Source: an optimization exercise on an open RTL-to-GDS flow (aim: small area and a short achievable clock period). Production flows keep margins and buffers that such runs may drop. RTL that was checked went through simulation tests only; none was proved equivalent to the original. For runs 3, 4, 7 and 8, only the layout was checked, not whether the RTL still works. No activity file was given, so power comes from the tool's default toggle rates.

## design.v

```verilog
package l0_buffer_pkg;
   typedef logic [32-1:0]    port_word_t;    
   typedef logic [5-1:0]   buf_count_t;    
   typedef logic [2-1:0] port_vec_t;     
   typedef enum logic [1:0] {
      RST_IDLE  = 2'd0,
      RST_HOLD  = 2'd1,
      RST_PULSE = 2'd2,
      RST_DONE  = 2'd3
   } rst_state_e;
   typedef enum logic [1:0] {EV_NONE = 2'd0, EV_SOB = 2'd1, EV_EOB = 2'd2} burst_event_e;
endpackage
`timescale 1ns/1ps
module reset_sequencer (
   input  logic clk_pll_200,
   input  logic reset,
   output logic soft_reset,
   output logic ready
);
   localparam int CNT_W = $clog2(32 + 16 + 1);
   logic [CNT_W-1:0] cnt;    
   always_ff @(posedge clk_pll_200) begin
      if (reset) begin
         cnt        <= '0;
         soft_reset <= 1'b0;
         ready      <= 1'b0;
      end else begin
         if (!ready) begin
            cnt <= cnt + CNT_W'(1);
         end
         soft_reset <= (cnt >= CNT_W'(32)) &&
                       (cnt <  CNT_W'(32 + 16));
         ready      <= ready | (cnt == CNT_W'(32 + 16));
      end
   end
endmodule
`timescale 1ns/1ps
module burst_dispatcher (
   input  logic clk_pll_200,
   input  logic reset,
   input  logic soft_reset,
   input  logic flush,
   input  logic burst,
   output logic ecrst,
   output logic bcrst
);
   logic burst_q;    
   logic clear;
   assign clear = reset | soft_reset | flush;
   always_ff @(posedge clk_pll_200) begin
      if (clear) begin
         burst_q <= 1'b0;
         ecrst   <= 1'b0;
         bcrst   <= 1'b0;
      end else begin
         burst_q <= burst;
         ecrst   <= burst ^ burst_q;
         bcrst   <= burst & ~burst_q;
      end
   end
endmodule
`timescale 1ns/1ps
module primitive_buffer (
   input  logic                      clk_pll_200,
   input  logic                      reset,
   input  logic                      soft_reset,
   input  logic                      flush,
   input  logic                      burst,
   input  logic                      wr_en,
   input  l0_buffer_pkg::port_word_t wr_data,
   input  logic                      rd_en,
   output l0_buffer_pkg::port_word_t rd_data,
   output logic                      empty,
   output logic                      full,
   output logic                      refill_req
);
   localparam int MEM_D = 16 - 1;    
   localparam int PTR_W = $clog2(MEM_D);
   localparam int CNT_W = 5;
   l0_buffer_pkg::port_word_t  mem [MEM_D];
   l0_buffer_pkg::port_word_t  head;
   logic [PTR_W-1:0]           wr_ptr;
   logic [PTR_W-1:0]           rd_ptr;
   l0_buffer_pkg::buf_count_t  count;
   logic                       one;      
   logic                       lt4;      
   logic                       clear;
   logic                       wr_ok;
   logic                       rd_ok;
   logic                       mem_wr;
   logic                       mem_rd;
   l0_buffer_pkg::buf_count_t  count_nx;
   assign clear  = reset | soft_reset | flush;
   assign wr_ok  = wr_en & ~full;     
   assign rd_ok  = rd_en & ~empty;    
   assign mem_wr = wr_ok & ~empty & ~(one & rd_en);
   assign mem_rd = rd_en & ~empty & ~one;
   always_comb begin
      case ({wr_ok, rd_ok})
         2'b10:   count_nx = count + CNT_W'(1);
         2'b01:   count_nx = count - CNT_W'(1);
         default: count_nx = count;
      endcase
   end
   always_ff @(posedge clk_pll_200) begin
      if (mem_wr) begin
         mem[wr_ptr] <= wr_data;
      end
   end
   always_ff @(posedge clk_pll_200) begin
      if (rd_en | empty) begin
         if (empty | one) begin
            head <= wr_data;
         end else begin
            head <= mem[rd_ptr];
         end
      end
   end
   always_ff @(posedge clk_pll_200) begin
      if (clear) begin
         wr_ptr     <= '0;
         rd_ptr     <= '0;
         count      <= '0;
         empty      <= 1'b1;
         full       <= 1'b0;
         one        <= 1'b0;
         lt4        <= 1'b1;
         refill_req <= 1'b0;
      end else begin
         if (mem_wr) begin
            wr_ptr <= (wr_ptr == PTR_W'(MEM_D - 1)) ? '0 : wr_ptr + PTR_W'(1);
         end
         if (mem_rd) begin
            rd_ptr <= (rd_ptr == PTR_W'(MEM_D - 1)) ? '0 : rd_ptr + PTR_W'(1);
         end
         count      <= count_nx;
         empty      <= (count_nx == '0);
         full       <= (count_nx == CNT_W'(16));
         one        <= (count_nx == CNT_W'(1));
         lt4        <= (count_nx < CNT_W'(4));
         refill_req <= burst & lt4;
      end
   end
   assign rd_data = head;
endmodule
`timescale 1ns/1ps
module l0_buffer_top (
   input  logic                                 clk_pll_200,
   input  logic                                 reset,
   input  logic                                 burst,
   input  logic                                 flush,
   input  logic [2-1:0]             wr_en,
   input  logic [2*32-1:0]  wr_data,
   input  logic [2-1:0]             rd_en,
   output logic [2*32-1:0]  rd_data,
   output logic [2-1:0]             empty,
   output logic [2-1:0]             full,
   output logic [2-1:0]             refill_req,
   output logic                                 ecrst,
   output logic                                 bcrst,
   output logic                                 ready
);
   logic soft_reset;    
   reset_sequencer u_reset_sequencer (
      .clk_pll_200 (clk_pll_200),
      .reset       (reset),
      .soft_reset  (soft_reset),
      .ready       (ready)
   );
   burst_dispatcher u_burst_dispatcher (
      .clk_pll_200 (clk_pll_200),
      .reset       (reset),
      .soft_reset  (soft_reset),
      .flush       (flush),
      .burst       (burst),
      .ecrst       (ecrst),
      .bcrst       (bcrst)
   );
   for (genvar p = 0; p < 2; p++) begin : g_port
      primitive_buffer u_buffer (
         .clk_pll_200 (clk_pll_200),
         .reset       (reset),
         .soft_reset  (soft_reset),
         .flush       (flush),
         .burst       (burst),         
         .wr_en       (wr_en[p]),
         .wr_data     (wr_data[32*p +: 32]),
         .rd_en       (rd_en[p]),
         .rd_data     (rd_data[32*p +: 32]),
         .empty       (empty[p]),
         .full        (full[p]),
         .refill_req  (refill_req[p])
      );
   end
endmodule
```

## run.sh

```bash
#!/bin/bash
# synth_recipe.tcl (not shown) runs the flow's synth.tcl, then flattens the netlist and writes it again
# the make line also repeats each setting of config.mk as NAME=value (left out here)
make -C /OpenROAD-flow-scripts/flow DESIGN_CONFIG=/design/flow/config.mk WORK_HOME=/design/flow/orfs CLKGATE_MAP_FILE= SYNTH_SCRIPT=/design/flow/synth_recipe.tcl finish
```

## config.mk

```make
export PLATFORM = sky130hd
export DESIGN_NAME = l0_buffer_top
export DESIGN_NICKNAME = l0_buffer_top
export VERILOG_FILES = /design/flow/design.v
export SDC_FILE = /design/flow/constraint.sdc
export NUM_CORES = 4
export LEC_CHECK = 0
export CAP_MARGIN = 20
export CORE_MARGIN = 2
export CORE_UTILIZATION = 40
export SLEW_MARGIN = 20
```

## constraint.sdc

```tcl
create_clock -name core_clock -period 3.8 [get_ports {clk_pll_200}]
set_input_delay 0.7600 -clock core_clock [delete_from_list [all_inputs] [get_ports {clk_pll_200}]]
set_output_delay 0.7600 -clock core_clock [all_outputs]
set_load 0.01 [all_outputs]
```

==> flow_summary.toml, run 1 <==
[global_route]
grt_pass1_wl_um = 136000
grt_pass1_vias = 21485
grt_util_all_layers_pct = 17.0
overflow = 0
antenna_found_initial = 4
grt_max_degree = 54

[timing]
rsz0062_at_grt = "false"
drv_slew = 0
finalSetupViolations = 0
min_period_ps = 3000
tightest_slew_ps = 1030
fmax_mhz = 334
timing_hold_violations_final = 0
fin_worst_skew_ps = 64.1
setup_ws_ps = 802
relSlewSlack_pct = 31.1
setup_tns_ps = 0
period_share_pct = 78.9

[synthesis]
synth.area.top_cells = "edfxtp_1, mux4_2, mux2i_1"
synth_top_area_share_pct = 73.3
yosys.area.top_type = "edfxtp_1"
netlist_area_um2 = 41900
ys.flop_type = "edfxtp_1"
synth_cells = 2113
synth_seq_cells = 1079
yosysWarnings = 3
synth_cell_types = 59
syn-num-nets = 2196
async_flop_share_pct = 0
synth_edf_count = 1024
avgSynthCellArea_um2 = 19.8
seq_area_frac_synth_pct = 76.0

[clock_network]
postCtsHoldBufs = 0
post_cts_buffers = 0
cts.path.max_buffers = 3
cts_sinks = 1079
clock-root-buffer = "clkbuf_16"
cts_buffers = 107
htree_num_levels = 3
path_clk_slew_ps = 60
clkLatencyLatePin_ps = 700
cts_resized = 0
cts_tree = "done"

[routing]
viasPerCell = 5.40
avgRoutedWirePerCell_um = 24.0
vias = 20474
ant_nets = 0
dr.first_iter.drc_count = 1718
drcViolationCount = 0
wl_um = 90900
drt_first_pass_iters = 6

[cells_and_area]
utilization_pct = 47.3
drive_above_1_share_pct = 19.1
nFillCells = 8511
syn_to_final_growth_pct = 17.1
nets = 2399
multi_input_area_um2 = 9630
seqCellArea_um2 = 31900

[die]
die_w_um = 328
fp.dieH_um = 328
die-area_um2 = 107000
start_util_pct = 40.4
coreArea_um2 = 104000
ios = 145
rows = 118

[power]
powerDensity_nw_per_um2 = 501
peakVddDrop_mv = 0.384
leakage_uw = 0.0150

[hold_path]
hold_path_class = "flop to flop"

[setup_path]
required_ps = 4370
path_class = "primary input to flop"
cp_max_fo = 7
arrival_ps = 3570
endpoint_kind = "flop"
cp-start-kind = "primary input"

[run]
drv_cap = 0

[placement]
dp_worst_setup_slack_ps = 175
finalWeightedCongestion = 0.761
port_buffers = 144
dp_hpwl_um = 51600

[run_status]
status = "no timing/DRC/antenna violations"
[synth_stat cells (all sizes together), types with 3 or more instances]
library cell and number:
xnor2 5, mux2i 197, dfxtp 55, nor3 19, nor3b 3, a31oi 3
or3 6, a21o 65, nor4b 3, buf 66, edfxtp 1024, o211ai 3
xor2 8, nand4b 5, nand2b 7, a211oi 4, o22ai 64, a21oi 22
nor4 9, and2 3, and3 5, mux4 192, nor2 45, nand3 8
nand2 91, o21a 6, o21ai 76, a311oi 5, nor2b 10, or2 4
clkbuf 57, ha 11, inv 8
[per-layer routing]
metal  GRT usage, %  share of wire [%]  vias to the layer above
met1           22.2                 42                    10774
met5              0              0.029                        -
met3           2.96                5.0                      143
li1               -                  -                     9057
met2           29.3                 51                      496
met4           4.45                2.0                        4
[stage by stage]
step,std cells,hold slack [ps],power (uW),cell area (um^2)
global placement,3587,482,14400,45600
CTS,3786,520,24800,49100
detailed placement,3587,505,14500,45600
global route,3786,533,25400,49100
floorplan,2113,429,13900,42000
finish,3789,514,24600,49100
[kinds of logic (layout without fill, tap and decap cells)]
logic type / after synthesis / after routing / share of synthesized area [%]
muxes: 391 / 391 / 15.1
DFF: 1079 / 1079 / 76.0
other: 0 / 3 / 0
xor gates and xnor gates: 13 / 13 / 0.272
AOI/OAI and AO/OA: 262 / 262 / 3.97
and+or+nand+nor: 226 / 226 / 2.64
adders and majority gates: 11 / 11 / 0.328
buffers and inverters: 131 / 424 / 1.75
[where the power goes]
part           leakage [uW]  internal [uW]  switching (uW)
Clock               0.00169           5950            4440
Sequential          0.00976          13200            66.4
Combinational       0.00357            428             541
Total                0.0150          19500            5040
[sequential cells by signal, indices dropped and copies added (netlist names), named ones only]
signal / flops
g_port.u_buffer.count: 10
g_port.u_buffer.empty: 2
g_port.u_buffer.full: 2
g_port.u_buffer.head: 64
g_port.u_buffer.lt4: 2
g_port.u_buffer.mem: 960
g_port.u_buffer.one: 2
g_port.u_buffer.rd_ptr: 8
g_port.u_buffer.refill_req: 2
g_port.u_buffer.wr_ptr: 8
u_burst_dispatcher.bcrst: 1
u_burst_dispatcher.burst_q: 1
u_burst_dispatcher.ecrst: 1
u_reset_sequencer.cnt: 6
u_reset_sequencer.ready: 1
u_reset_sequencer.soft_reset: 1
[cell usage in the layout, fill, tap and decap left out, types with 8 or more instances in the layout]
master           instances
a21o_1                  65
a21oi_1                 22
buf_12                  26
buf_4                   47
bufinv_16               11
clkbuf_1                19
clkbuf_16              107
clkdlybuf4s50_1        144
clkinv_1                31
clkinv_2                17
dfxtp_1                 47
edfxtp_1              1024
ha_1                    11
inv_1                    8
mux2i_1                197
mux4_2                 192
nand2_1                 91
nand3_1                  8
nor2_1                  32
nor2_4                  13
nor2b_1                 10
nor3_4                  11
o21ai_0                 16
o21ai_1                 60
o22ai_1                 64
xor2_1                   8
[layout make-up]
class	instances	share of cell area, %
well taps	1380	3.52
clock inverters	73	1.54
clock buffers	126	5.60
repair buffers	217	4.71
diodes	3	0.0153
flip-flops and latches	1079	64.9
inverters	8	0.0612
multi-input cells	903	19.6
[critical path, cell delays in order]
cell and delay [ps]:
clkdlybuf4s50_1 610, nor2b_1 230, ha_1 310, xor2_1 110, ha_1 260, o211ai_1 250
mux2_2 380, nor4_4 310, nor2_1 100, a211oi_1 240
[path summary, 6_finish.rpt]
check	from	end	slack, ps	cells past startpoint
setup / recovery	rd_en[1]	g_port[1].u_buffer.empty	800	10
hold / removal	g_port[0].u_buffer.lt4	g_port[0].u_buffer.refill_req	510	1
setup reg to reg	g_port[0].u_buffer.full	g_port[0].u_buffer.one	990	9
hold reg to reg	g_port[0].u_buffer.lt4	g_port[0].u_buffer.refill_req	510	1
==> run 2: changes to the inputs <==
--- a/design.v
+++ b/design.v
@@ -81,2 +81,3 @@
    l0_buffer_pkg::port_word_t  head;
+   l0_buffer_pkg::port_word_t  mem_q;
    logic [PTR_W-1:0]           wr_ptr;
@@ -104,5 +105,13 @@
    end
-   always_ff @(posedge clk_pll_200) begin
-      if (mem_wr) begin
-         mem[wr_ptr] <= wr_data;
+   for (genvar i = 0; i < MEM_D; i++) begin : g_mem
+      always_ff @(posedge clk_pll_200) begin
+         if (wr_en & ~full & (wr_ptr == PTR_W'(i))) begin
+            mem[i] <= wr_data;
+         end
+      end
+   end
+   always_comb begin
+      mem_q = '0;
+      for (int i = 0; i < MEM_D; i++) begin
+         mem_q = mem_q | (mem[i] & {32{rd_ptr == PTR_W'(i)}});
       end
@@ -114,3 +123,3 @@
          end else begin
-            head <= mem[rd_ptr];
+            head <= mem_q;
          end
==> run 2 against run 1 <==
Net effect:
- cell count increased by 12%
- worst setup slack got worse by 36 ps
- register-to-register slack got worse by 220 ps
- synthesized area increased by 0.32%
- wire length increased by 43%
- via count increased by 29%
- non-clock buffer count increased by 51
- clock skew decreased by 36 ps
- sequential share of layout area decreased by 0.63 points
- hold slack got worse by 27 ps
- critical endpoint is now g_port[0].u_buffer.head[20]
- largest power group unchanged
==> flow_summary.toml, run 2 <==
[run_status]
status = "no timing/DRC/antenna violations"

[clock_network]
htree_num_levels = 3
postCtsHoldBufs = 0
post_cts_buffers = 0
cts_resized = 0
cts_sinks = 1071
cts_tree = "done"
clkLatencyLatePin_ps = 700
cts_buffers = 106
cts.path.max_buffers = 3
path_clk_slew_ps = 60
clock-root-buffer = "clkbuf_16"

[global_route]
grt_busiest_layer = "met2"
antenna_found_initial = 4
use_met2_pct = 36.5
grt_pass1_wl_um = 186000
use_met1_pct = 33.6
grt_pass1_vias = 26251
grt_util_all_layers_pct = 23.8
overflow = 0
grt_use_met3_pct = 5.17
grt_max_degree = 54

[power]
leakage_uw = 0.0152
powerDensity_nw_per_um2 = 500
peakVddDrop_mv = 0.392

[cells_and_area]
utilization_pct = 47.5
nets = 2868
largest_reg_flops = 960
top_register = "g_port.u_buffer.mem"
reg_top3 = "g_port.u_buffer.mem (960), g_port.u_buffer.head (64), g_port.u_buffer.count (10)"
final_common_cell = "edfxtp_1"
syn_to_final_growth_pct = 17.3
final_cell_mix = "edfxtp_1, clkdlybuf4s50_1, a22oi_1, nor2_1"
drive_above_1_share_pct = 14.2

[routing]
dr.first_iter.drc_count = 3728
viasPerCell = 6.22
drcViolationCount = 0
avgRoutedWirePerCell_um = 30.5
ant_nets = 0
wl_um = 130000
drt_first_pass_iters = 6
vias = 26464

[synthesis]
syn-num-nets = 2664
synth_cells = 2579
yosysMostFrequentCell = "edfxtp_1"
async_flop_share_pct = 0
seq_area_frac_synth_pct = 75.3
synth_top_area_share_pct = 73.1
synth_cell_types = 80
ys_top_cells_by_count = "edfxtp_1, nor2_1, a22oi_1"
ys.flop_type = "edfxtp_1"
synth_edf_count = 1024
netlist_area_um2 = 42100
yosysWarnings = 4
avgSynthCellArea_um2 = 16.3
synth.area.top_cells = "edfxtp_1, a22oi_1, mux2i_1"
yosys.area.top_type = "edfxtp_1"
synth_seq_cells = 1071

[die]
die_w_um = 328
coreArea_um2 = 104000
fp.dieH_um = 328
ios = 145
die-area_um2 = 108000
start_util_pct = 40.5
rows = 118

[timing]
finalSetupViolations = 0
setup_tns_ps = 0
setup_ws_ps = 766
min_period_ps = 3030
relSlewSlack_pct = 23.3
fin_worst_skew_ps = 27.7
period_share_pct = 79.8
timing_hold_violations_final = 0
rsz0062_at_grt = "false"
fmax_mhz = 330
drv_slew = 0
tightest_slew_ps = 1150

[setup_path]
path_class = "flop to flop"
cpMaxStageDelayCell = "dfxtp_4"
cp_max_fo = 47
critical_path.cell_chain = "inv_2, nand2_1, o22ai_1, a2111oi_0, a21oi_1"
endpoint_kind = "flop"
arrival_ps = 3460
required_ps = 4220
max_stage_delay_ps = 840
cp-start-kind = "flop"

[placement]
dp_hpwl_um = 74500
dp_worst_setup_slack_ps = 237
port_buffers = 144
finalWeightedCongestion = 0.854

[run]
drv_cap = 0

[hold_path]
hold_path_class = "flop to flop"
[run 2: per-layer routing]
metal,vias to the layer above,share of wire (%)
met3,285,11
met5,-,0.018
li1,10933,-
met2,1752,45
met1,13490,40
met4,4,3.4
[run 2: worst max-delay path: cells and delay by family, from the launching register on]
kind | cells | cell delay, ps
AND/OR/NAND/NOR | 1 | 570
buffers and inverters | 1 | 400
AO/OA/AOI/OAI | 3 | 930
flip-flops | 1 | 840
[run 2: metrics by stage]
stage	hold slack, ps	area, um^2	total power [uW]	instances
floorplan	429	42100	13800	2579
global placement	459	45900	14400	4055
detailed placement	464	45900	14400	4055
CTS	478	49300	24800	4253
global route	489	49300	25300	4255
finish	487	49300	24700	4256
[run 2: final cells by class]
cell class	count	area (um^2)
fill	8853	54600
sequential	1071	31700
multi-input combinational	1314	9630
clock buffer	132	2780
timing repair buffer	268	2710
tap	1380	1730
clock inverter	66	678
inverter	22	82.6
antenna	3	7.51
[run 2: worst paths after layout]
kind	start	depth (start not counted)	to	slack (ps)
setup / recovery	g_port[0].u_buffer.rd_ptr[3]	5	g_port[0].u_buffer.head[20]	770
setup reg to reg	g_port[0].u_buffer.rd_ptr[3]	5	g_port[0].u_buffer.head[20]	770
hold reg to reg	g_port[0].u_buffer.lt4	1	g_port[0].u_buffer.refill_req	490
hold / removal	g_port[0].u_buffer.lt4	1	g_port[0].u_buffer.refill_req	490
[run 2: logic make-up (layout without fill, tap and decap cells)]
group                    count (synthesis)  after routing  synth area share (%)
AO/OA/AOI/OAI                          681            681                  12.2
buffers and inverters                  194            488                  2.44
multiplexers                           167            167                  4.38
other                                    0              3                     0
adder cells (fa/ha/maj)                 13             13                 0.422
AND/OR/NAND/NOR                        441            441                  4.98
XOR/XNOR                                12             12                 0.250
flip-flops                            1071           1071                  75.3
[run 2: where the power goes]
part           switching, uW  leakage, uW  internal (uW)
combinational            622      0.00381            402
sequential              71.5      0.00973          13100
clock                   4520      0.00168           5960
total                   5220       0.0152          19400
==> run 3: changes to the inputs <==
--- a/design.v
+++ b/design.v
@@ -76,5 +76,5 @@
 );
-   localparam int MEM_D = 16 - 1;    
+   localparam int DEPTH = 16;
+   localparam int MEM_D = DEPTH - 1;    
    localparam int PTR_W = $clog2(MEM_D);
-   localparam int CNT_W = 5;
    l0_buffer_pkg::port_word_t  mem [MEM_D];
@@ -83,27 +83,23 @@
    logic [PTR_W-1:0]           wr_ptr;
-   logic [PTR_W-1:0]           rd_ptr;
-   l0_buffer_pkg::buf_count_t  count;
-   logic                       one;      
-   logic                       lt4;      
+   logic [MEM_D-1:0]           rd_sel;    
+   logic [DEPTH:1]             occ;       
    logic                       clear;
+   logic                       one;
    logic                       wr_ok;
    logic                       rd_ok;
+   logic                       inc;
+   logic                       dec;
    logic                       mem_wr;
    logic                       mem_rd;
-   l0_buffer_pkg::buf_count_t  count_nx;
    assign clear  = reset | soft_reset | flush;
-   assign wr_ok  = wr_en & ~full;     
-   assign rd_ok  = rd_en & ~empty;    
-   assign mem_wr = wr_ok & ~empty & ~(one & rd_en);
-   assign mem_rd = rd_en & ~empty & ~one;
-   always_comb begin
-      case ({wr_ok, rd_ok})
-         2'b10:   count_nx = count + CNT_W'(1);
-         2'b01:   count_nx = count - CNT_W'(1);
-         default: count_nx = count;
-      endcase
-   end
+   assign one    = occ[1] & ~occ[2];
+   assign wr_ok  = wr_en & ~occ[DEPTH];    
+   assign rd_ok  = rd_en & occ[1];         
+   assign inc    = wr_ok & ~rd_ok;
+   assign dec    = rd_ok & ~wr_ok;
+   assign mem_wr = wr_ok & occ[1] & ~(one & rd_en);
+   assign mem_rd = rd_en & occ[2];
    for (genvar i = 0; i < MEM_D; i++) begin : g_mem
       always_ff @(posedge clk_pll_200) begin
-         if (wr_en & ~full & (wr_ptr == PTR_W'(i))) begin
+         if (wr_en & ~occ[DEPTH] & (wr_ptr == PTR_W'(i))) begin
             mem[i] <= wr_data;
@@ -115,8 +111,8 @@
       for (int i = 0; i < MEM_D; i++) begin
-         mem_q = mem_q | (mem[i] & {32{rd_ptr == PTR_W'(i)}});
-      end
-   end
-   always_ff @(posedge clk_pll_200) begin
-      if (rd_en | empty) begin
-         if (empty | one) begin
+         mem_q = mem_q | (mem[i] & {32{rd_sel[i]}});
+      end
+   end
+   always_ff @(posedge clk_pll_200) begin
+      if (rd_en | ~occ[1]) begin
+         if (~occ[2]) begin
             head <= wr_data;
@@ -130,8 +126,6 @@
          wr_ptr     <= '0;
-         rd_ptr     <= '0;
-         count      <= '0;
+         rd_sel     <= MEM_D'(1);
+         occ        <= '0;
          empty      <= 1'b1;
          full       <= 1'b0;
-         one        <= 1'b0;
-         lt4        <= 1'b1;
          refill_req <= 1'b0;
@@ -142,10 +136,12 @@
          if (mem_rd) begin
-            rd_ptr <= (rd_ptr == PTR_W'(MEM_D - 1)) ? '0 : rd_ptr + PTR_W'(1);
-         end
-         count      <= count_nx;
-         empty      <= (count_nx == '0);
-         full       <= (count_nx == CNT_W'(16));
-         one        <= (count_nx == CNT_W'(1));
-         lt4        <= (count_nx < CNT_W'(4));
-         refill_req <= burst & lt4;
+            rd_sel <= {rd_sel[MEM_D-2:0], rd_sel[MEM_D-1]};
+         end
+         if (inc) begin
+            occ <= {occ[DEPTH-1:1], 1'b1};
+         end else if (dec) begin
+            occ <= {1'b0, occ[DEPTH:2]};
+         end
+         empty      <= inc ? 1'b0 : dec ? ~occ[2] : ~occ[1];
+         full       <= inc ? occ[DEPTH-1] : dec ? 1'b0 : occ[DEPTH];
+         refill_req <= burst & ~occ[4];
       end
==> flow/run.sh (new file) <==
#!/bin/bash
# Standard layout, with the port buffers made from plain buffers.
set -euo pipefail
export BUFFER_PORTS_ARGS="-buffer_cell sky130_fd_sc_hd__buf_2"
bash standard.sh > standard.log 2>&1
==> standard.sh (new file) <==
#!/bin/bash
# synth_recipe.tcl (not shown) runs the flow's synth.tcl, then flattens the netlist and writes it again
# the make line also repeats each setting of config.mk as NAME=value (left out here)
make -C /OpenROAD-flow-scripts/flow DESIGN_CONFIG=/design/flow/config.mk WORK_HOME=/design/flow/orfs CLKGATE_MAP_FILE= SYNTH_SCRIPT=/design/flow/synth_recipe.tcl "${@:-finish}"
--- a/config.mk
+++ b/config.mk
@@ -10,2 +10,4 @@
 export CORE_UTILIZATION = 40
+export SETUP_SLACK_MARGIN = 1.8
 export SLEW_MARGIN = 20
+export TNS_END_PERCENT = 100
removed: run.sh
==> run 3 against run 2 <==
Net effect:
- still clean
- register-to-register slack gained 1000 ps
- sequential cell count grew 40
- worst setup slack gained 920 ps
- first-iteration DRC count shrank 25%
- hold slack lost 160 ps
- clock skew grew 19 ps
- highest routed layer unchanged
==> flow_summary.toml, run 3 <==
[run_status]
status = "no timing/DRC/antenna violations"

[setup_path]
endpoint_kind = "output port"
max_stage_delay_ps = 500
reg2reg_depth = 4
critical_path.cell_chain = "buf_6"
cp_max_fo = 1
rrSetupSlack_ps = 1770
reg2reg_to = "g_port[0].u_buffer.head[14]"
crit_cells = 1
r2r_start = "g_port[0].u_buffer.rd_sel[1]"
cp-startpoint = "g_port[1].u_buffer.head[2]"
cp-start-kind = "flop"
required_ps = 3040
crit_family = "flip-flops"
critPathBufInv = 1
arrival_ps = 1360
path_class = "flop to output port"
crit_end = "rd_data[34]"
cpMaxStageDelayCell = "edfxtp_1"

[power]
pwr-share-comb_pct = 2.0
finalPower_uw = 24500
p_switching_uw = 4950
p_int_uw = 19500
clock_power_share_pct = 42.9
leakage_uw = 0.0150
pwr-share-seq_pct = 55.1
powerDensity_nw_per_um2 = 517
netSwitchingFraction_pct = 20.2
peakVddDrop_mv = 0.382

[routing]
avgRoutedWirePerCell_um = 26.4
viasPerCell = 5.84
drcViolationCount = 0
dr.first_iter.drc_count = 2784
top_layer = "met5"
ant_nets = 0
wl_um = 105000
vias = 23236
dr_wl_met2_um = 49300
drt_first_pass_iters = 5
drt-met1-wl_um = 43200
dr_wl_met3_um = 9930

[die]
die-area_um2 = 104000
coreArea_um2 = 100000
rows = 116
die_w_um = 323
start_util_pct = 40.5
ios = 145
fp.dieH_um = 323

[placement]
dp_hpwl_um = 57300
finalWeightedCongestion = 0.782
placed_cells = 3728
port_buffers = 144
dp_worst_setup_slack_ps = 1060

[run]
drv_cap = 0

[global_route]
overflow = 0
grt_max_degree = 70
grt_pass1_wl_um = 154000
antenna_found_initial = 13
grt_pass1_vias = 23112
grt_util_all_layers_pct = 20.1

[clock_network]
htree_num_levels = 3
clock-root-buffer = "clkbuf_16"
cts_buffers = 109
cts_sinks = 1111
path_clk_slew_ps = 60
cts.path.max_buffers = 3
postCtsHoldBufs = 0
cts_tree = "done"
clkLatencyLatePin_ps = 710

[timing]
tightest_slew_ps = 1090
whs_ps = 322
setup_tns_ps = 0
fin_worst_skew_ps = 46.9
rsz0062_at_grt = "true"
fmax_mhz = 472
setup_ws_ps = 1680
period_share_pct = 55.7
relSlewSlack_pct = 27.1
drv_slew = 0
timing_hold_violations_final = 0
min_period_ps = 2120
finalSetupViolations = 0

[cells_and_area]
nets = 2594
top_register = "g_port.u_buffer.mem"
reg_top3 = "g_port.u_buffer.mem (960), g_port.u_buffer.head (64), g_port.u_buffer.occ (32)"
final_cell_mix = "edfxtp_1, a22oi_1, buf_2, a22o_1, a221oi_1"
largest_reg_flops = 960
drive_above_1_share_pct = 19.4
layoutNonFillerInstCount = 3978
final_common_cell = "edfxtp_1"
nFillCells = 8345
syn_to_final_growth_pct = 16.6

[synthesis]
async_flop_share_pct = 0
yosysWarnings = 4
avgSynthCellArea_um2 = 17.5
ys_top_cells_by_count = "edfxtp_1, a22oi_1, clkbuf_1"
yosys.area.top_type = "edfxtp_1"
synth_cells = 2325
synth_seq_cells = 1111
synth_top_area_share_pct = 75.8
syn-num-nets = 2404
netlist_area_um2 = 40600
yosysMostFrequentCell = "edfxtp_1"
synth.area.top_cells = "edfxtp_1, dfxtp_1, a22oi_1"
seq_area_frac_synth_pct = 80.0
ys.flop_type = "edfxtp_1"
synth_cell_types = 45
synth_edf_count = 1024

[hold_path]
hold_path_class = "primary input to flop"
-- run 3: worst register-to-register path, stage by stage, from the launching register on --
cell      delay [ps]
dfxtp_2          550
buf_4            460
a22o_1           250
a221oi_1          50
a31oi_1          440
-- run 3: kinds of logic after synthesis --
group / synth area share, %
compound gates: 12.1
fa+ha+maj: 0.216
flops: 80.0
mux: 1.49
simple gates: 4.16
buf+inv: 1.89
xor+xnor: 0.0863
-- run 3: power groups by stage --
stage / combinational (uW) / clock, uW / sequential, uW
floorplan: 169 / 0 / 13800
global placement: 480 / 0 / 13700
detailed placement: 499 / 0 / 13700
CTS: 502 / 10600 / 13500
global route: 546 / 11100 / 13500
finish: 501 / 10500 / 13500
-- run 3: metrics by stage --
stage                     area (um^2)  utilization [%]
after floorplan                 40900                -
final                           47300             47.2
after global placement          43300             43.2
after detailed placement        43300             43.2
after global routing            47300             47.2
after CTS                       47200             47.1
-- run 3: metal layers --
layer,track usage [%],vias up
met5,0,-
met4,6.49,6
met3,3.86,141
met2,31.3,1129
met1,28.5,12015
li1,-,9945
-- run 3: layout make-up --
class / instances / area [um^2] / area share (%)
Timing Repair Buffer: 249 / 1840 / 3.89
Sequential cell: 1111 / 32500 / 68.7
Inverter: 13 / 51.3 / 0.108
Tap cell: 1357 / 1700 / 3.59
Clock buffer: 137 / 2880 / 6.07
Multi-Input combinational cell: 1031 / 7700 / 16.3
Clock inverter: 68 / 608 / 1.28
Antenna cell: 12 / 30.0 / 0.0634
-- run 3: worst min-delay path by stage --
stage | start | end | slack [ps] | cells past startpoint
4_1_cts | burst | u_burst_dispatcher.burst_q | 290 | 3
6_report | burst | u_burst_dispatcher.burst_q | 320 | 3
3_5_place_dp | g_port[0].u_buffer.occ[4] | g_port[0].u_buffer.refill_req | 460 | 1
5_1_grt | burst | u_burst_dispatcher.burst_q | 330 | 3
3_3_place_gp | g_port[0].u_buffer.occ[4] | g_port[0].u_buffer.refill_req | 460 | 1
2_1_floorplan | g_port[0].u_buffer.occ[4] | g_port[0].u_buffer.refill_req | 420 | 1
-- run 3: timing repair --
action / 4_1_cts / 5_1_grt
setup buffers: 29 / 2
pin swaps: 10 / 1
setup endpoints to repair: 982 / 357
resized for setup: 49 / 20
cloned: 2 / 0
==> run 4: changes to the inputs <==
==> run.sh (new file) <==
#!/bin/bash
# synth_recipe.tcl (not shown) runs the flow's synth.tcl, then flattens the netlist and writes it again
# the make line also repeats each setting of config.mk as NAME=value (left out here)
make -C /OpenROAD-flow-scripts/flow DESIGN_CONFIG=/design/flow/config.mk WORK_HOME=/design/flow/orfs CLKGATE_MAP_FILE= SYNTH_SCRIPT=/design/flow/synth_recipe.tcl finish
removed: flow/run.sh
removed: standard.sh
==> run 4 against run 3 <==
Net effect:
- still clean on timing, DRC and antenna
- via count is 0.72% lower
- wire length hardly changed
- sequential share of layout area is 0.47 points lower
- maximum frequency is 2.9% higher
- synthesized area stayed put
- largest power group unchanged
- highest routed layer unchanged
==> flow_summary.toml, run 4 <==
[synthesis]
synth.area.top_cells = "edfxtp_1, dfxtp_1, a22oi_1"
synth_cell_types = 45
netlist_area_um2 = 40600
syn-num-nets = 2404
synth_edf_count = 1024
ys.flop_type = "edfxtp_1"
synth_seq_cells = 1111
avgSynthCellArea_um2 = 17.5
async_flop_share_pct = 0
ys_top_cells_by_count = "edfxtp_1, a22oi_1, clkbuf_1"
seq_area_frac_synth_pct = 80.0
yosys.area.top_type = "edfxtp_1"
synth_cells = 2325
yosysWarnings = 4
synth_top_area_share_pct = 75.8
yosysMostFrequentCell = "edfxtp_1"

[die]
ios = 145
die-area_um2 = 104000
rows = 116
start_util_pct = 40.5
coreArea_um2 = 100000
fp.dieH_um = 323
die_w_um = 323

[timing]
tightest_slew_ps = 959
rsz0062_at_grt = "true"
setup_tns_ps = 0
fin_worst_skew_ps = 28.2
timing_hold_violations_final = 0
min_period_ps = 2060
drv_slew = 0
period_share_pct = 54.1
fmax_mhz = 486
relSlewSlack_pct = 36.1
finalSetupViolations = 0

[cells_and_area]
final_cell_mix = "edfxtp_1, a22oi_1, a22o_1, a221oi_1, clkbuf_16"
layoutNonFillerInstCount = 3959
largest_reg_flops = 960
top_register = "g_port.u_buffer.mem"
nFillCells = 8308
reg_top3 = "g_port.u_buffer.mem (960), g_port.u_buffer.head (64), g_port.u_buffer.occ (32)"
final_common_cell = "edfxtp_1"
drive_above_1_share_pct = 16.4
syn_to_final_growth_pct = 17.4
nets = 2590

[setup_path]
crit_cells = 1
crit_family = "flip-flops"
critPathBufInv = 1
cp_max_fo = 7
required_ps = 3040
max_stage_delay_ps = 390
r2r_start = "g_port[1].u_buffer.rd_sel[13]"
critical_path.cell_chain = "buf_2"
reg2reg_to = "g_port[1].u_buffer.head[23]"
cp-start-kind = "flop"
crit_end = "ready"
reg2reg_depth = 4
cpMaxStageDelayCell = "dfxtp_2"
cp-startpoint = "u_reset_sequencer.ready"
path_class = "flop to output port"
endpoint_kind = "output port"
rrSetupSlack_ps = 1870
arrival_ps = 1300

[placement]
finalWeightedCongestion = 0.787
placed_cells = 3740
port_buffers = 144
dp_hpwl_um = 57600

[clock_network]
clkLatencyLatePin_ps = 710
cts.path.max_buffers = 3
cts_tree = "done"
cts_sinks = 1111
clock-root-buffer = "clkbuf_16"
path_clk_slew_ps = 60
htree_num_levels = 3
postCtsHoldBufs = 0
cts_buffers = 110

[power]
powerDensity_nw_per_um2 = 513
finalPower_uw = 24500
leakage_uw = 0.0150
peakVddDrop_mv = 0.356

[global_route]
grt_pass1_vias = 22999
grt_pass1_wl_um = 153000
antenna_found_initial = 5
overflow = 0
grt_max_degree = 58
grt_util_all_layers_pct = 19.9

[run]
drv_cap = 0

[hold_path]
hold_path_class = "flop to flop"
hp-start = "g_port[0].u_buffer.occ[4]"

[routing]
viasPerCell = 5.83
dr.first_iter.drc_count = 2617
avgRoutedWirePerCell_um = 26.5
vias = 23069
wl_um = 105000
ant_nets = 0
drt_first_pass_iters = 7
drcViolationCount = 0

[run_status]
status = "no timing/DRC/antenna violations"
## run 4: how the worst min path moves through the flow
stage	end	depth (start not counted)
3_3_place_gp	g_port[0].u_buffer.refill_req	1
4_1_cts	g_port[0].u_buffer.rd_sel[2]	2
6_report	g_port[0].u_buffer.refill_req	1
2_1_floorplan	g_port[0].u_buffer.refill_req	1
5_1_grt	g_port[0].u_buffer.rd_sel[2]	2
3_5_place_dp	g_port[0].u_buffer.refill_req	1
## run 4: where the power goes
part | internal, uW | switching [uW] | leakage, uW | total (uW)
Combinational | 195 | 370 | 0.00325 | 565
Clock | 5840 | 4590 | 0.00168 | 10400
Sequential | 13400 | 33.4 | 0.0101 | 13500
Total | 19500 | 4990 | 0.0150 | 24500
## run 4: per-stage QoR
stage | setup WS, ps | hold slack [ps] | utilization [%] | area (um^2)
finish | 1740 | 477 | 47.5 | 47700
floorplan | 1230 | 420 | - | 40900
global placement | 791 | 454 | 43.9 | 44100
detailed placement | 682 | 467 | 43.9 | 44100
global route | 1680 | 514 | 47.5 | 47700
CTS | 1570 | 481 | 47.3 | 47500
## run 4: what timing repair did
item                                    in CTS  in global routing
endpoints found under the hold margin        0                  0
endpoints found under the setup margin    1029                597
pin swaps                                    5                  2
cloned                                       0                  3
buffers inserted                            11                  2
gates resized for setup                    348                 23
## run 4: cell type report
cell class	instances	area [um^2]	share of cell area, %
Sequential cell	1111	32500	68.3
Multi-Input combinational cell	1030	7710	16.2
Inverter	13	51.3	0.108
Clock buffer	139	2860	6.00
Clock inverter	62	606	1.27
Antenna cell	2	5.00	0.0105
Timing Repair Buffer	245	2200	4.61
Tap cell	1357	1700	3.56
## run 4: per-layer routing
layer  track usage (%)  part of all wire [%]  vias up
met3              3.60                   8.6      142
met1              28.4                    42    11980
met2              31.4                    47     1037
met5                 0                 0.023        -
met4              5.33                   1.9        4
li1                  -                     -     9906
## run 4: cell families (layout without fill, tap and decap cells)
| family | Yosys count | in the layout | synth area share [%] |
|---|---|---|---|
| compound gates | 636 | 636 | 12.1 |
| xor+xnor | 4 | 4 | 0.0863 |
| fa+ha+maj | 7 | 7 | 0.216 |
| buf+inv | 185 | 459 | 1.89 |
| flops | 1111 | 1111 | 80.0 |
| mux | 57 | 57 | 1.49 |
| other cells | 0 | 2 | 0 |
| simple gates | 325 | 326 | 4.16 |
==> run 5: changes to the inputs <==
--- a/design.v
+++ b/design.v
@@ -93,2 +93,5 @@
    logic                       mem_rd;
+   logic                       head_ld;
+   logic                       head_wr;
+   logic                       head_mem;
    assign clear  = reset | soft_reset | flush;
@@ -114,10 +117,9 @@
    end
-   always_ff @(posedge clk_pll_200) begin
-      if (rd_en | ~occ[1]) begin
-         if (~occ[2]) begin
-            head <= wr_data;
-         end else begin
-            head <= mem_q;
-         end
-      end
+   assign head_ld  = rd_en | ~occ[1];
+   assign head_wr  = head_ld & ~occ[2];
+   assign head_mem = head_ld & occ[2];
+   always_ff @(posedge clk_pll_200) begin
+      head <= ({32{head_wr}}  & wr_data)
+            | ({32{head_mem}} & mem_q)
+            | ({32{~head_ld}} & head);
    end
--- a/config.mk
+++ b/config.mk
@@ -9,4 +9,4 @@
 export CORE_MARGIN = 2
-export CORE_UTILIZATION = 40
-export SETUP_SLACK_MARGIN = 1.8
+export CORE_UTILIZATION = 65
+export SETUP_SLACK_MARGIN = 2.2
 export SLEW_MARGIN = 20
==> run 5 against run 4 <==
Net effect:
- maximum frequency up 5.7%
- sequential power about the same
- first-iteration DRC count up 51%
- largest power group unchanged
- register-to-register slack about the same
- cell count down 2.1%
- still clean on timing, DRC and antenna
==> flow_summary.toml, run 5 <==
[run_status]
status = "no timing/DRC/antenna violations"

[synthesis]
async_flop_share_pct = 0
yosys.area_share.simple_pct = 6.15
synth_cells = 2494
synth.area.top_cells = "edfxtp_1, dfxtp_1, a22o_1"
synth-xor-area-share_pct = 0.108
synth_top_family_by_area = "compound AO/OA/AOI/OAI gates"
synth_mux_area_share_pct = 0.824
synth_edf_count = 960
seq_area_frac_synth_pct = 78.8
ys_top_cells_by_count = "edfxtp_1, a22o_1, nor2_1"
synth_seq_cells = 1111
syn-num-nets = 2573
yosys.area.top_type = "edfxtp_1"
avgSynthCellArea_um2 = 16.2
synth_compound_area_share_pct = 11.9
synth_top_area_share_pct = 71.3
synth_fa_ha_area_share_pct = 0.217
ys.flop_type = "edfxtp_1"
synth_cell_types = 38
yosysWarnings = 4
yosysMostFrequentCell = "edfxtp_1"
netlist_area_um2 = 40400

[timing]
timing_hold_violations_final = 0
relSlewSlack_pct = 44.1
setup_tns_ps = 0
period_share_pct = 51.2
finalSetupViolations = 0
rsz0062_at_grt = "true"
fmax_mhz = 514
min_period_ps = 1950
tightest_slew_ps = 836
drv_slew = 0
fin_worst_skew_ps = 24.7

[setup_path]
reg2reg_depth = 11
arrival_ps = 1190
critPathBufInv = 1
cp-start-kind = "flop"
crit_family = "flip-flops"
cpMaxStageDelayCell = "dfxtp_4"
critical_path.cell_chain = "buf_6"
cp_max_fo = 2
rrSetupSlack_ps = 1860
max_stage_delay_ps = 370
r2r_start = "g_port[1].u_buffer.occ[16]"
required_ps = 3040
cp-startpoint = "g_port[0].u_buffer.head[21]"
reg2reg_to = "g_port[1].u_buffer.occ[14]"
endpoint_kind = "output port"
path_class = "flop to output port"

[global_route]
overflow = 0
grt_busiest_layer = "met2"
use_met1_pct = 45.3
grt_pass1_wl_um = 173000
grt_pass1_vias = 26030
grt_use_met3_pct = 7.20
grt_max_degree = 65
antenna_found_initial = 3
grt_util_all_layers_pct = 37.8
use_met2_pct = 63.5

[cells_and_area]
final_common_cell = "edfxtp_1"
nFillCells = 2334
utilization_pct = 87.6
fin_area_um2 = 53900
nets = 3024
syn_to_final_growth_pct = 33.5
reg_top3 = "g_port.u_buffer.mem (960), g_port.u_buffer.head (64), g_port.u_buffer.occ (32)"
final_cell_mix = "edfxtp_1, a22o_1, nor2_1, buf_6, nand2_1"
largest_reg_flops = 960
top_register = "g_port.u_buffer.mem"
drive_above_1_share_pct = 30.5

[clock_network]
clkLatencyLatePin_ps = 700
cts_sinks = 1111
postCtsHoldBufs = 0
path_clk_slew_ps = 70
cts_buffers = 104
htree_num_levels = 3
cts_tree = "done"
cts.path.max_buffers = 3
clock-root-buffer = "clkbuf_16"

[power]
peakVddDrop_mv = 0.411
powerDensity_nw_per_um2 = 468
finalPower_uw = 25200
leakage_uw = 0.0185

[die]
coreArea_um2 = 61600
rows = 91
ios = 145
fp.dieH_um = 253
start_util_pct = 65.6
die_w_um = 253
die-area_um2 = 64200

[routing]
dr.first_iter.drc_count = 3944
avgRoutedWirePerCell_um = 35.5
ant_nets = 0
vias = 27821
viasPerCell = 7.18
drcViolationCount = 0
wl_um = 138000
drt_first_pass_iters = 8

[hold_path]
hold_path_end = "g_port[1].u_buffer.head[0]"
hp-start = "g_port[1].u_buffer.head[0]"
hold_path_class = "flop to flop"
whs_path_depth = 1

[placement]
finalWeightedCongestion = 0.788
placed_cell_area_um2 = 43200
dp_hpwl_um = 53300
port_buffers = 144

[run]
drv_cap = 0
-- run 5: cell count changes in the layout (fill, tap and decap cells not counted), moves of 65 or more --
cell | before | now
nor2_1 | 108 | 202
a221oi_2 | 0 | 102
buf_6 | 21 | 162
a22o_1 | 128 | 253
and3_1 | 0 | 65
a22oi_1 | 194 | 63
buf_12 | 16 | 106
-- run 5: repair_timing --
action                                  in CTS  in global routing
endpoints found under the setup margin    1176               1088
resized for setup                          820                172
gates cloned                                65                 34
pin swaps                                   46                 85
setup buffers                              154                 67
-- run 5: layout make-up --
cell class	instances	area (um^2)	share of cell area (%)
clock inverters	65	746	1.38
multi-input cells	1188	9180	17.0
repair buffers	532	8030	14.9
inverters	8	37.5	0.0696
clock buffers	133	2810	5.22
well taps	837	1050	1.94
diodes	3	7.51	0.0139
flip-flops and latches	1111	32100	59.5
-- run 5: power by group --
| part | internal, uW | switching, uW | total [uW] |
|---|---|---|---|
| Clock | 6270 | 4720 | 11000 |
| Combinational | 388 | 453 | 841 |
| Sequential | 13300 | 65.5 | 13400 |
| Total | 20000 | 5240 | 25200 |
-- run 5: worst max path at each step --
| stage | cells after the start | slack, ps | end |
|---|---|---|---|
| 3_3_place_gp | 9 | 890 | g_port[0].u_buffer.occ[12] |
| 3_5_place_dp | 9 | 840 | g_port[0].u_buffer.occ[12] |
| 5_1_grt | 11 | 1820 | g_port[1].u_buffer.occ[14] |
| 6_report | 1 | 1850 | rd_data[21] |
| 4_1_cts | 1 | 1870 | rd_data[21] |
| 2_1_floorplan | 3 | 1280 | g_port[0].u_buffer.mem[0][0] |
-- run 5: cells by family after synthesis --
logic type	count (synthesis)
multiplexers	33
buffers and inverters	197
adder cells (fa/ha/maj)	7
XOR/XNOR	5
AO/OA/AOI/OAI	591
flip-flops	1111
AND/OR/NAND/NOR	550
-- run 5: metrics by stage --
step,hold WS (ps),std cells,worst slack [ps]
4_1_cts,482,3773,1870
3_5_place_dp,466,3356,839
6_report,479,3877,1850
5_1_grt,490,3874,1820
3_3_place_gp,457,3356,892
2_1_floorplan,425,2494,1280
-- run 5: metal layers --
layer  up-vias  part of all wire (%)
met1     13673                    31
met2      2466                    48
li1      10946                     -
met3       734                    12
met4         2                   9.7
met5         -                0.0087
==> run 6: changes to the inputs <==
==> flow/run.sh (new file) <==
#!/bin/bash
# Standard layout, with the port buffers made from plain buffers.
set -euo pipefail
export BUFFER_PORTS_ARGS="-buffer_cell sky130_fd_sc_hd__buf_2"
bash standard.sh > standard.log 2>&1
==> standard.sh (new file) <==
#!/bin/bash
# synth_recipe.tcl (not shown) runs the flow's synth.tcl, then flattens the netlist and writes it again
# the make line also repeats each setting of config.mk as NAME=value (left out here)
make -C /OpenROAD-flow-scripts/flow DESIGN_CONFIG=/design/flow/config.mk WORK_HOME=/design/flow/orfs CLKGATE_MAP_FILE= SYNTH_SCRIPT=/design/flow/synth_recipe.tcl "${@:-finish}"
--- a/config.mk
+++ b/config.mk
@@ -10,3 +10,3 @@
 export CORE_UTILIZATION = 65
-export SETUP_SLACK_MARGIN = 2.2
+export SETUP_SLACK_MARGIN = 1.8
 export SLEW_MARGIN = 20
removed: run.sh
==> run 6 against run 5 <==
Net effect:
- critical path depth up 3
- via count down 17%
- first-iteration DRC count down 44%
- synthesized cell count unchanged
- final area down 14%
- critical path type is now flop to flop
- cell count down 7.6%
- synthesized area unchanged
==> flow_summary.toml, run 6 <==
[run_status]
status = "no timing/DRC/antenna violations"

[synthesis]
seq_area_frac_synth_pct = 78.8
ys.flop_type = "edfxtp_1"
yosys.area.top_type = "edfxtp_1"
synth_cell_types = 38
ys_top_cells_by_count = "edfxtp_1, a22o_1, nor2_1"
synth.area.top_cells = "edfxtp_1, dfxtp_1, a22o_1"
synth_edf_count = 960
synth_cells = 2494
synth_seq_cells = 1111
async_flop_share_pct = 0
syn-num-nets = 2573
avgSynthCellArea_um2 = 16.2
yosysMostFrequentCell = "edfxtp_1"
netlist_area_um2 = 40400
synth_top_area_share_pct = 71.3
yosysWarnings = 4

[routing]
avgRoutedWirePerCell_um = 26.6
vias = 23188
wl_um = 95400
ant_nets = 0
dr.first_iter.drc_count = 2215
drcViolationCount = 0
viasPerCell = 6.47
drt_first_pass_iters = 5

[clock_network]
postCtsHoldBufs = 0
cts_sinks = 1111
path_clk_slew_ps = 60
htree_num_levels = 3
cts_buffers = 104
clock-root-buffer = "clkbuf_16"
clkLatencyLatePin_ps = 660
cts.path.max_buffers = 3
cts_tree = "done"

[timing]
setup_tns_ps = 0
period_share_pct = 51.5
drv_slew = 0
timing_hold_violations_final = 0
finalSetupViolations = 0
fmax_mhz = 511
fin_worst_skew_ps = 20.6
relSlewSlack_pct = 27.6
setup_ws_ps = 1840
min_period_ps = 1960
tightest_slew_ps = 1090
whs_ps = 389
rsz0062_at_grt = "true"

[power]
powerDensity_nw_per_um2 = 526
netSwitchingFraction_pct = 19.7
clock_power_share_pct = 42.9
pwr-share-comb_pct = 2.2
p_switching_uw = 4790
p_int_uw = 19600
leakage_uw = 0.0154
peakVddDrop_mv = 0.434
pwr-share-seq_pct = 54.9

[hold_path]
hold_path_class = "primary input to flop"
whs_path_depth = 3

[die]
die_w_um = 253
ios = 145
fp.dieH_um = 253
die-area_um2 = 64200
rows = 91
coreArea_um2 = 61600
start_util_pct = 65.6

[cells_and_area]
layoutNonFillerInstCount = 3583
largest_reg_flops = 960
antenna_cells = 0
nets = 2733
seqCellArea_um2 = 31900
nFillCells = 3682
final_common_cell = "edfxtp_1"
reg_top3 = "g_port.u_buffer.mem (960), g_port.u_buffer.head (64), g_port.u_buffer.occ (32)"
final_cell_mix = "edfxtp_1, a22o_1, nor2_1, a221oi_1, buf_2"
syn_to_final_growth_pct = 14.6
top_register = "g_port.u_buffer.mem"
multi_input_area_um2 = 8190
drive_above_1_share_pct = 17.8

[global_route]
antenna_found_initial = 4
grt_pass1_vias = 22997
grt_max_degree = 65
grt_util_all_layers_pct = 30.0
overflow = 0
grt_pass1_wl_um = 141000

[placement]
finalWeightedCongestion = 0.791
dp_worst_setup_slack_ps = 1170
dp_hpwl_um = 52000
placed_cells = 3349
port_buffers = 144

[setup_path]
cpMaxStageDelayCell = "buf_4"
endpoint_kind = "flop"
cp_max_fo = 32
critical_path.cell_chain = "nand2b_4, or3_4, nor2_4, buf_4"
critPathBufInv = 1
path_class = "flop to flop"
crit_cells = 4
required_ps = 4090
reg2reg_depth = 4
cp-start-kind = "flop"
crit_family = "simple AND/OR/NAND/NOR gates"
max_stage_delay_ps = 490
arrival_ps = 2240

[run]
drv_cap = 0
-- run 6: cell families (layout without fill, tap and decap cells) --
| family | Yosys count | after routing | share of synthesized area, % |
|---|---|---|---|
| DFF | 1111 | 1111 | 78.8 |
| adders and majority gates | 7 | 7 | 0.217 |
| and+or+nand+nor | 550 | 556 | 6.15 |
| muxes | 33 | 33 | 0.824 |
| buffers and inverters | 197 | 443 | 1.93 |
| xor gates and xnor gates | 5 | 5 | 0.108 |
| AOI/OAI and AO/OA | 591 | 591 | 11.9 |
-- run 6: final timing paths --
kind | to | from | slack, ps
worst max-delay path | g_port[0].u_buffer.mem[1][8] | g_port[0].u_buffer.occ[16] | 1840
worst min-delay path | u_burst_dispatcher.ecrst | burst | 390
worst max register to register | g_port[0].u_buffer.mem[1][8] | g_port[0].u_buffer.occ[16] | 1840
worst min register to register | g_port[0].u_buffer.head[14] | g_port[0].u_buffer.head[14] | 470
-- run 6: stage by stage --
stage	power (uW)	util (%)	instance area, um^2
4_1_cts	24500	74.9	46200
2_1_floorplan	13900	-	40700
3_5_place_dp	14200	68.7	42300
5_1_grt	25000	75.2	46300
6_report	24300	75.2	46300
3_3_place_gp	14100	68.7	42300
-- run 6: area by class of cell --
type	instances	area share [%]
repair buffers	237	3.57
clock buffers	133	6.15
flip-flops and latches	1111	68.9
well taps	837	2.26
clock inverters	65	1.37
multi-input cells	1192	17.7
inverters	8	0.0703
-- run 6: worst reg2reg max path, cell delays in order, from the launching register on --
cell	delay (ps)
dfxtp_1	340
nand2b_4	180
or3_4	450
nor2_4	100
buf_4	490
-- run 6: repair_timing --
| item | in CTS | in global routing |
|---|---|---|
| pin swaps | 11 | 2 |
| endpoints found under the hold margin | 0 | 0 |
| setup buffers | 22 | 8 |
| resized for setup | 30 | 19 |
| gates cloned | 5 | 1 |
| setup endpoints to repair | 771 | 419 |
-- run 6: power by group through the flow --
stage	Clock [uW]	Combinational, uW	Sequential (uW)
final	10400	540	13400
after global routing	11000	595	13400
after global placement	0	513	13600
after floorplan	0	220	13700
after CTS	10500	537	13400
after detailed placement	0	533	13600
-- run 6: per-layer routing --
| layer | GRT usage (%) | vias to the layer above | part of all wire [%] |
|---|---|---|---|
| li1 | - | 10308 | - |
| met1 | 37.6 | 11790 | 37 |
| met2 | 53.3 | 904 | 53 |
| met3 | 5.27 | 178 | 7.0 |
| met4 | 9.87 | 8 | 2.9 |
| met5 | 0 | - | 0.050 |
==> run 7: changes to the inputs <==
--- a/design.v
+++ b/design.v
@@ -78,3 +78,2 @@
    localparam int MEM_D = DEPTH - 1;    
-   localparam int PTR_W = $clog2(MEM_D);
    l0_buffer_pkg::port_word_t  mem [MEM_D];
@@ -82,3 +81,3 @@
    l0_buffer_pkg::port_word_t  mem_q;
-   logic [PTR_W-1:0]           wr_ptr;
+   logic [MEM_D-1:0]           wr_sel;    
    logic [MEM_D-1:0]           rd_sel;    
@@ -106,3 +105,3 @@
       always_ff @(posedge clk_pll_200) begin
-         if (wr_en & ~occ[DEPTH] & (wr_ptr == PTR_W'(i))) begin
+         if (wr_en & ~occ[DEPTH] & wr_sel[i]) begin
             mem[i] <= wr_data;
@@ -127,3 +126,3 @@
       if (clear) begin
-         wr_ptr     <= '0;
+         wr_sel     <= MEM_D'(1);
          rd_sel     <= MEM_D'(1);
@@ -135,3 +134,3 @@
          if (mem_wr) begin
-            wr_ptr <= (wr_ptr == PTR_W'(MEM_D - 1)) ? '0 : wr_ptr + PTR_W'(1);
+            wr_sel <= {wr_sel[MEM_D-2:0], wr_sel[MEM_D-1]};
          end
==> run.sh (new file) <==
#!/bin/bash
# synth_recipe.tcl (not shown) runs the flow's synth.tcl, then flattens the netlist and writes it again
# the make line also repeats each setting of config.mk as NAME=value (left out here)
make -C /OpenROAD-flow-scripts/flow DESIGN_CONFIG=/design/flow/config.mk WORK_HOME=/design/flow/orfs CLKGATE_MAP_FILE= SYNTH_SCRIPT=/design/flow/synth_recipe.tcl finish
--- a/config.mk
+++ b/config.mk
@@ -10,2 +10,4 @@
 export CORE_UTILIZATION = 65
+export CTS_CLUSTER_DIAMETER = 50
+export CTS_CLUSTER_SIZE = 24
 export SETUP_SLACK_MARGIN = 1.8
removed: flow/run.sh
removed: standard.sh
==> run 7 against run 6 <==
Net effect:
- synthesized cell count up 1.4%
- cell count down 0.70%
- register-to-register slack worse by 20 ps
- global-route usage down 0.43 points
- final area up 1.1%
- utilization down 0.93 points
- die area up 2.6%
- largest cell class unchanged
- largest power group unchanged
==> flow_summary.toml, run 7 <==
[routing]
viasPerCell = 6.59
ant_nets = 0
dr.first_iter.drc_count = 2310
vias = 23434
avgRoutedWirePerCell_um = 27.5
drt_first_pass_iters = 6
wl_um = 97700
drcViolationCount = 0

[timing]
drv_slew = 0
finalSetupViolations = 0
fin_worst_skew_ps = 41.3
whs_ps = 471
setup_ws_ps = 1810
tightest_slew_ps = 1100
min_period_ps = 1990
setup_tns_ps = 0
timing_hold_violations_final = 0
relSlewSlack_pct = 26.9
period_share_pct = 52.4
rsz0062_at_grt = "true"
fmax_mhz = 502

[placement]
placed_cells = 3385
finalWeightedCongestion = 0.763
dp_hpwl_um = 52100
port_buffers = 144
dp_worst_setup_slack_ps = 1010

[clock_network]
cts.path.max_buffers = 3
postCtsHoldBufs = 0
htree_num_levels = 3
cts_tree = "done"
clock-root-buffer = "clkbuf_16"
cts_buffers = 88
clkLatencyLatePin_ps = 670
path_clk_slew_ps = 80
cts_sinks = 1133

[die]
fp.dieH_um = 257
die-area_um2 = 65900
rows = 92
ios = 145
start_util_pct = 65.8
coreArea_um2 = 63100
die_w_um = 257

[synthesis]
yosysMostFrequentCell = "edfxtp_1"
ys.flop_type = "edfxtp_1"
yosys.area.top_type = "edfxtp_1"
async_flop_share_pct = 0
synth_cell_types = 33
syn-num-nets = 2607
synth_edf_count = 960
synth.area.top_cells = "edfxtp_1, dfxtp_1, a22o_1"
synth_top_area_share_pct = 69.5
ys_top_cells_by_count = "edfxtp_1, a22o_1, nor2_1"
synth_seq_cells = 1133
seq_area_frac_synth_pct = 77.8
avgSynthCellArea_um2 = 16.4
synth_cells = 2528
yosysWarnings = 4
netlist_area_um2 = 41500

[cells_and_area]
syn_to_final_growth_pct = 12.9
antenna_cells = 0
final_cell_mix = "edfxtp_1, a22o_1, nor2_1, a221oi_1, nand2_1"
largest_reg_flops = 960
reg_top3 = "g_port.u_buffer.mem (960), g_port.u_buffer.head (64), g_port.u_buffer.occ (32)"
seqCellArea_um2 = 32400
drive_above_1_share_pct = 14.8
utilization_pct = 74.2
multi_input_area_um2 = 8140
nFillCells = 3869
final_common_cell = "edfxtp_1"
top_register = "g_port.u_buffer.mem"
layoutNonFillerInstCount = 3558
nets = 2715

[hold_path]
hp-start = "g_port[0].u_buffer.head[14]"
hold_path_class = "flop to flop"

[setup_path]
endpoint_kind = "flop"
arrival_ps = 2270
critPathBufInv = 2
cp-startpoint = "wr_en[0]"
path_class = "primary input to flop"
r2r_start = "g_port[0].u_buffer.rd_sel[0]"
cp-start-kind = "primary input"
crit_family = "simple AND/OR/NAND/NOR gates"
critical_path.cell_chain = "clkdlybuf4s50_1, nor2b_1, buf_4, and2_4"
required_ps = 4080
cp_max_fo = 32
max_stage_delay_ps = 630
cpMaxStageDelayCell = "and2_4"

[global_route]
grt_pass1_wl_um = 144000
overflow = 0
grt_util_all_layers_pct = 29.6
grt_pass1_vias = 23430
antenna_found_initial = 4
grt_max_degree = 65

[power]
leakage_uw = 0.0156
peakVddDrop_mv = 0.473
powerDensity_nw_per_um2 = 520

[run]
drv_cap = 0

[run_status]
status = "no timing/DRC/antenna violations"
## run 7: cell types whose count changed in the layout (fill, tap and decap cells not counted), moves of 26 or more
cell,before,now
buf_2,144,34
nor2_4,26,0
mux2i_1,31,59
clkdlybuf4s50_1,0,71
dfxtp_2,27,55
clkdlybuf4s15_2,0,28
## run 7: layer usage
| layer | GRT usage, % | wire [um] | share of wire, % | vias to the layer above |
|---|---|---|---|---|
| met4 | 9.85 | 2760 | 2.8 | 6 |
| met5 | 0 | 31 | 0.032 | - |
| met3 | 4.31 | 7100 | 7.3 | 211 |
| li1 | - | - | - | 10293 |
| met2 | 52.0 | 50600 | 52 | 983 |
| met1 | 38.2 | 37200 | 38 | 11941 |
## run 7: metrics by stage
| step | power [uW] | instance area (um^2) |
|---|---|---|
| 3_3_place_gp | 14500 | 43500 |
| 3_5_place_dp | 14500 | 43500 |
| 6_report | 24400 | 46800 |
| 2_1_floorplan | 14100 | 41600 |
| 4_1_cts | 24400 | 46800 |
| 5_1_grt | 24900 | 46800 |
## run 7: cell families (layout without fill, tap and decap cells)
| group | count (synthesis) | count (layout) | share of synthesized area, % |
|---|---|---|---|
| AO/OA/AOI/OAI | 577 | 577 | 11.5 |
| XOR/XNOR | 5 | 5 | 0.106 |
| adder cells (fa/ha/maj) | 7 | 7 | 0.211 |
| buffers and inverters | 197 | 381 | 2.82 |
| flip-flops | 1133 | 1133 | 77.8 |
| multiplexers | 61 | 61 | 1.48 |
| AND/OR/NAND/NOR | 548 | 548 | 6.08 |
## run 7: layout make-up
type / instances / share of cell area, %
sequential: 1133 / 69.2
multi-input combinational: 1198 / 17.4
clock buffer: 94 / 4.84
timing repair buffer: 207 / 4.13
tap: 846 / 2.26
clock inverter: 72 / 2.12
inverter: 8 / 0.0641
## run 7: repair_timing
item | in CTS | in global routing
pin swaps | 0 | 3
hold endpoints to repair | 0 | 0
endpoints found under the setup margin | 248 | 292
gates resized for setup | 289 | 50
setup buffers | 2 | 5
## run 7: worst paths after layout
path / depth (start not counted) / slack [ps] / to
max: 4 / 1810 / g_port[0].u_buffer.mem[1][15]
min: 1 / 470 / g_port[0].u_buffer.head[14]
max reg2reg: 5 / 1820 / g_port[0].u_buffer.head[26]
min reg2reg: 1 / 470 / g_port[0].u_buffer.head[14]
## run 7: power by group
group	internal [uW]	total (uW)	switching, uW
Combinational	243	596	353
Clock	5370	10200	4790
Sequential	13500	13600	53.6
==> run 8: changes to the inputs <==
--- a/config.mk
+++ b/config.mk
@@ -10,4 +10,2 @@
 export CORE_UTILIZATION = 65
-export CTS_CLUSTER_DIAMETER = 50
-export CTS_CLUSTER_SIZE = 24
 export SETUP_SLACK_MARGIN = 1.8
==> run 8 against run 7 <==
Net effect:
- still clean on timing, DRC and antenna
- cell count grew 1.1%
- first-iteration DRC count grew 3.2%
- combinational power down 2%
- sequential power about the same
- sequential share of layout area down 0.27 points
- clock-buffer cell count rose by 45
- global-route usage grew 0.36 points
- die area stayed put
- critical endpoint is now g_port[0].u_buffer.mem[1][13]
==> flow_summary.toml, run 8 <==
[cells_and_area]
largest_reg_flops = 960
drive_above_1_share_pct = 14.3
final_cell_mix = "edfxtp_1, a22o_1, nor2_1, a221oi_1, nand2_1"
reg_top3 = "g_port.u_buffer.mem (960), g_port.u_buffer.head (64), g_port.u_buffer.occ (32)"
nets = 2738
syn_to_final_growth_pct = 13.2
top_register = "g_port.u_buffer.mem"
antenna_cells = 0
final_common_cell = "edfxtp_1"

[power]
clock_power_share_pct = 42.9
leakage_uw = 0.0158
p_int_uw = 20000
pwr-share-seq_pct = 54.8
powerDensity_nw_per_um2 = 529
p_switching_uw = 4850
netSwitchingFraction_pct = 19.5
pwr-share-comb_pct = 2.4
peakVddDrop_mv = 0.464

[routing]
wl_um = 98600
viasPerCell = 6.56
drt-met1-wl_um = 37000
dr_wl_met2_um = 51000
ant_nets = 0
avgRoutedWirePerCell_um = 27.4
drcViolationCount = 0
top_layer = "met5"
dr_wl_met3_um = 7520
vias = 23599
drt_first_pass_iters = 5
dr.first_iter.drc_count = 2385

[synthesis]
synth_top_area_share_pct = 69.5
synth.area.top_cells = "edfxtp_1, dfxtp_1, a22o_1"
netlist_area_um2 = 41500
avgSynthCellArea_um2 = 16.4
synth_edf_count = 960
syn-num-nets = 2607
yosysMostFrequentCell = "edfxtp_1"
synth_cells = 2528
seq_area_frac_synth_pct = 77.8
yosys.area.top_type = "edfxtp_1"
async_flop_share_pct = 0
yosysWarnings = 4
ys_top_cells_by_count = "edfxtp_1, a22o_1, nor2_1"
ys.flop_type = "edfxtp_1"
synth_seq_cells = 1133
synth_cell_types = 33

[global_route]
grt_util_all_layers_pct = 30.0
antenna_found_initial = 5
grt_max_degree = 65
grt_pass1_vias = 23659
overflow = 0
grt_pass1_wl_um = 146000

[setup_path]
cp-start-kind = "primary input"
cp_max_fo = 32
reg2reg_to = "g_port[0].u_buffer.head[26]"
path_class = "primary input to flop"
reg2reg_depth = 5
endpoint_kind = "flop"
r2r_start = "g_port[0].u_buffer.rd_sel[0]"
required_ps = 4080
rrSetupSlack_ps = 1850
arrival_ps = 2280

[timing]
finalSetupViolations = 0
drv_slew = 0
period_share_pct = 52.7
tightest_slew_ps = 1120
fmax_mhz = 500
setup_ws_ps = 1800
whs_ps = 464
relSlewSlack_pct = 25.1
min_period_ps = 2000
setup_tns_ps = 0
fin_worst_skew_ps = 16.7
timing_hold_violations_final = 0
rsz0062_at_grt = "true"

[hold_path]
whs_path_depth = 1
hp-start = "g_port[0].u_buffer.head[14]"
hold_path_end = "g_port[0].u_buffer.head[14]"
hold_path_class = "flop to flop"

[clock_network]
path_clk_slew_ps = 60
postCtsHoldBufs = 0
cts_buffers = 107
cts.path.max_buffers = 3
cts_sinks = 1133
clkLatencyLatePin_ps = 660
cts_tree = "done"
htree_num_levels = 3
clock-root-buffer = "clkbuf_16"

[die]
die-area_um2 = 65900
fp.dieH_um = 257
die_w_um = 257
coreArea_um2 = 63100
ios = 145
rows = 92
start_util_pct = 65.8

[placement]
finalWeightedCongestion = 0.763
port_buffers = 144
dp_worst_setup_slack_ps = 1010
dp_hpwl_um = 52100

[run_status]
status = "no timing/DRC/antenna violations"

[run]
drv_cap = 0
==> run 8: cell count changes in the layout (fill, tap and decap cells not counted), moves of 4 or more <==
cell             before  now
inv_6                13    2
inv_8                17    0
clkdlybuf4s15_2      28    9
clkinv_2              2   29
buf_4                42   46
clkbuf_16            89  109
dfxtp_1             105  123
buf_2                34   54
clkinv_8             11    0
clkbuf_1              3   22
clkinv_4              6    1
clkinv_1              4   15
dfxtp_2              55   37
clkbuf_8              2    8
==> run 8: worst max-delay path by stage <==
stage | start | end | slack, ps | cells past startpoint
finish | wr_en[0] | g_port[0].u_buffer.mem[1][13] | 1800 | 4
global route | g_port[0].u_buffer.head[31] | rd_data[31] | 1780 | 1
CTS | g_port[1].u_buffer.head[21] | rd_data[53] | 1690 | 1
detailed placement | reset | g_port[0].u_buffer.rd_sel[13] | 1010 | 4
global placement | wr_en[1] | g_port[1].u_buffer.mem[13][10] | 1040 | 5
floorplan | wr_en[1] | g_port[1].u_buffer.occ[10] | 1760 | 10
==> run 8: critical path, stage by stage <==
cell,delay (ps)
clkdlybuf4s50_1,440
nor2b_1,140
buf_4,260
and2_4,640
==> run 8: cell type report <==
type	count	area (um^2)
clock inverter	61	603
tap	846	1060
sequential	1133	32400
multi-input combinational	1198	8140
inverter	8	30.0
timing repair buffer	211	1830
fill	3884	16100
clock buffer	139	2920
==> run 8: kinds of logic after synthesis <==
family | count (synthesis) | share of synthesized area [%]
adder cells (fa/ha/maj) | 7 | 0.211
buffers and inverters | 197 | 2.82
XOR/XNOR | 5 | 0.106
flip-flops | 1133 | 77.8
AND/OR/NAND/NOR | 548 | 6.08
AO/OA/AOI/OAI | 577 | 11.5
multiplexers | 61 | 1.48
==> run 8: per-layer routing <==
metal	track usage, %	vias to the layer above
met5	0	-
met1	38.5	11989
met3	4.76	235
met4	10.3	10
li1	-	10323
met2	52.3	1042
==> run 8: timing repair <==
action / 4_1_cts / 5_1_grt
buffers inserted: 3 / 8
gates resized for setup: 297 / 47
pin swaps: 1 / 3
setup endpoints to repair: 237 / 237
==> run 8: power groups by stage <==
stage | Sequential [uW] | Clock [uW] | Combinational (uW)
after floorplan | 13900 | 0 | 238
after global placement | 13900 | 0 | 592
after detailed placement | 13900 | 0 | 616
after CTS | 13600 | 10700 | 589
after global routing | 13600 | 11200 | 639
final | 13600 | 10700 | 587
==> run 8: metrics by stage <==
stage / total power [uW] / instance area [um^2] / util (%) / instances
floorplan: 14100 / 41600 / - / 2528
global placement: 14500 / 43500 / 68.9 / 3385
CTS: 24900 / 47000 / 74.5 / 3588
global route: 25500 / 47000 / 74.5 / 3596
finish: 24900 / 47000 / 74.5 / 3596
detailed placement: 14500 / 43500 / 68.9 / 3385

Check on run 8: ideal ports give 1.798 ns setup slack; a clkbuf_16 on the clock port and buf_2 on the inputs give 1.760 ns; moving port delays by the midpoint clock arrival (0.718 ns) as well gives 1.116 ns.
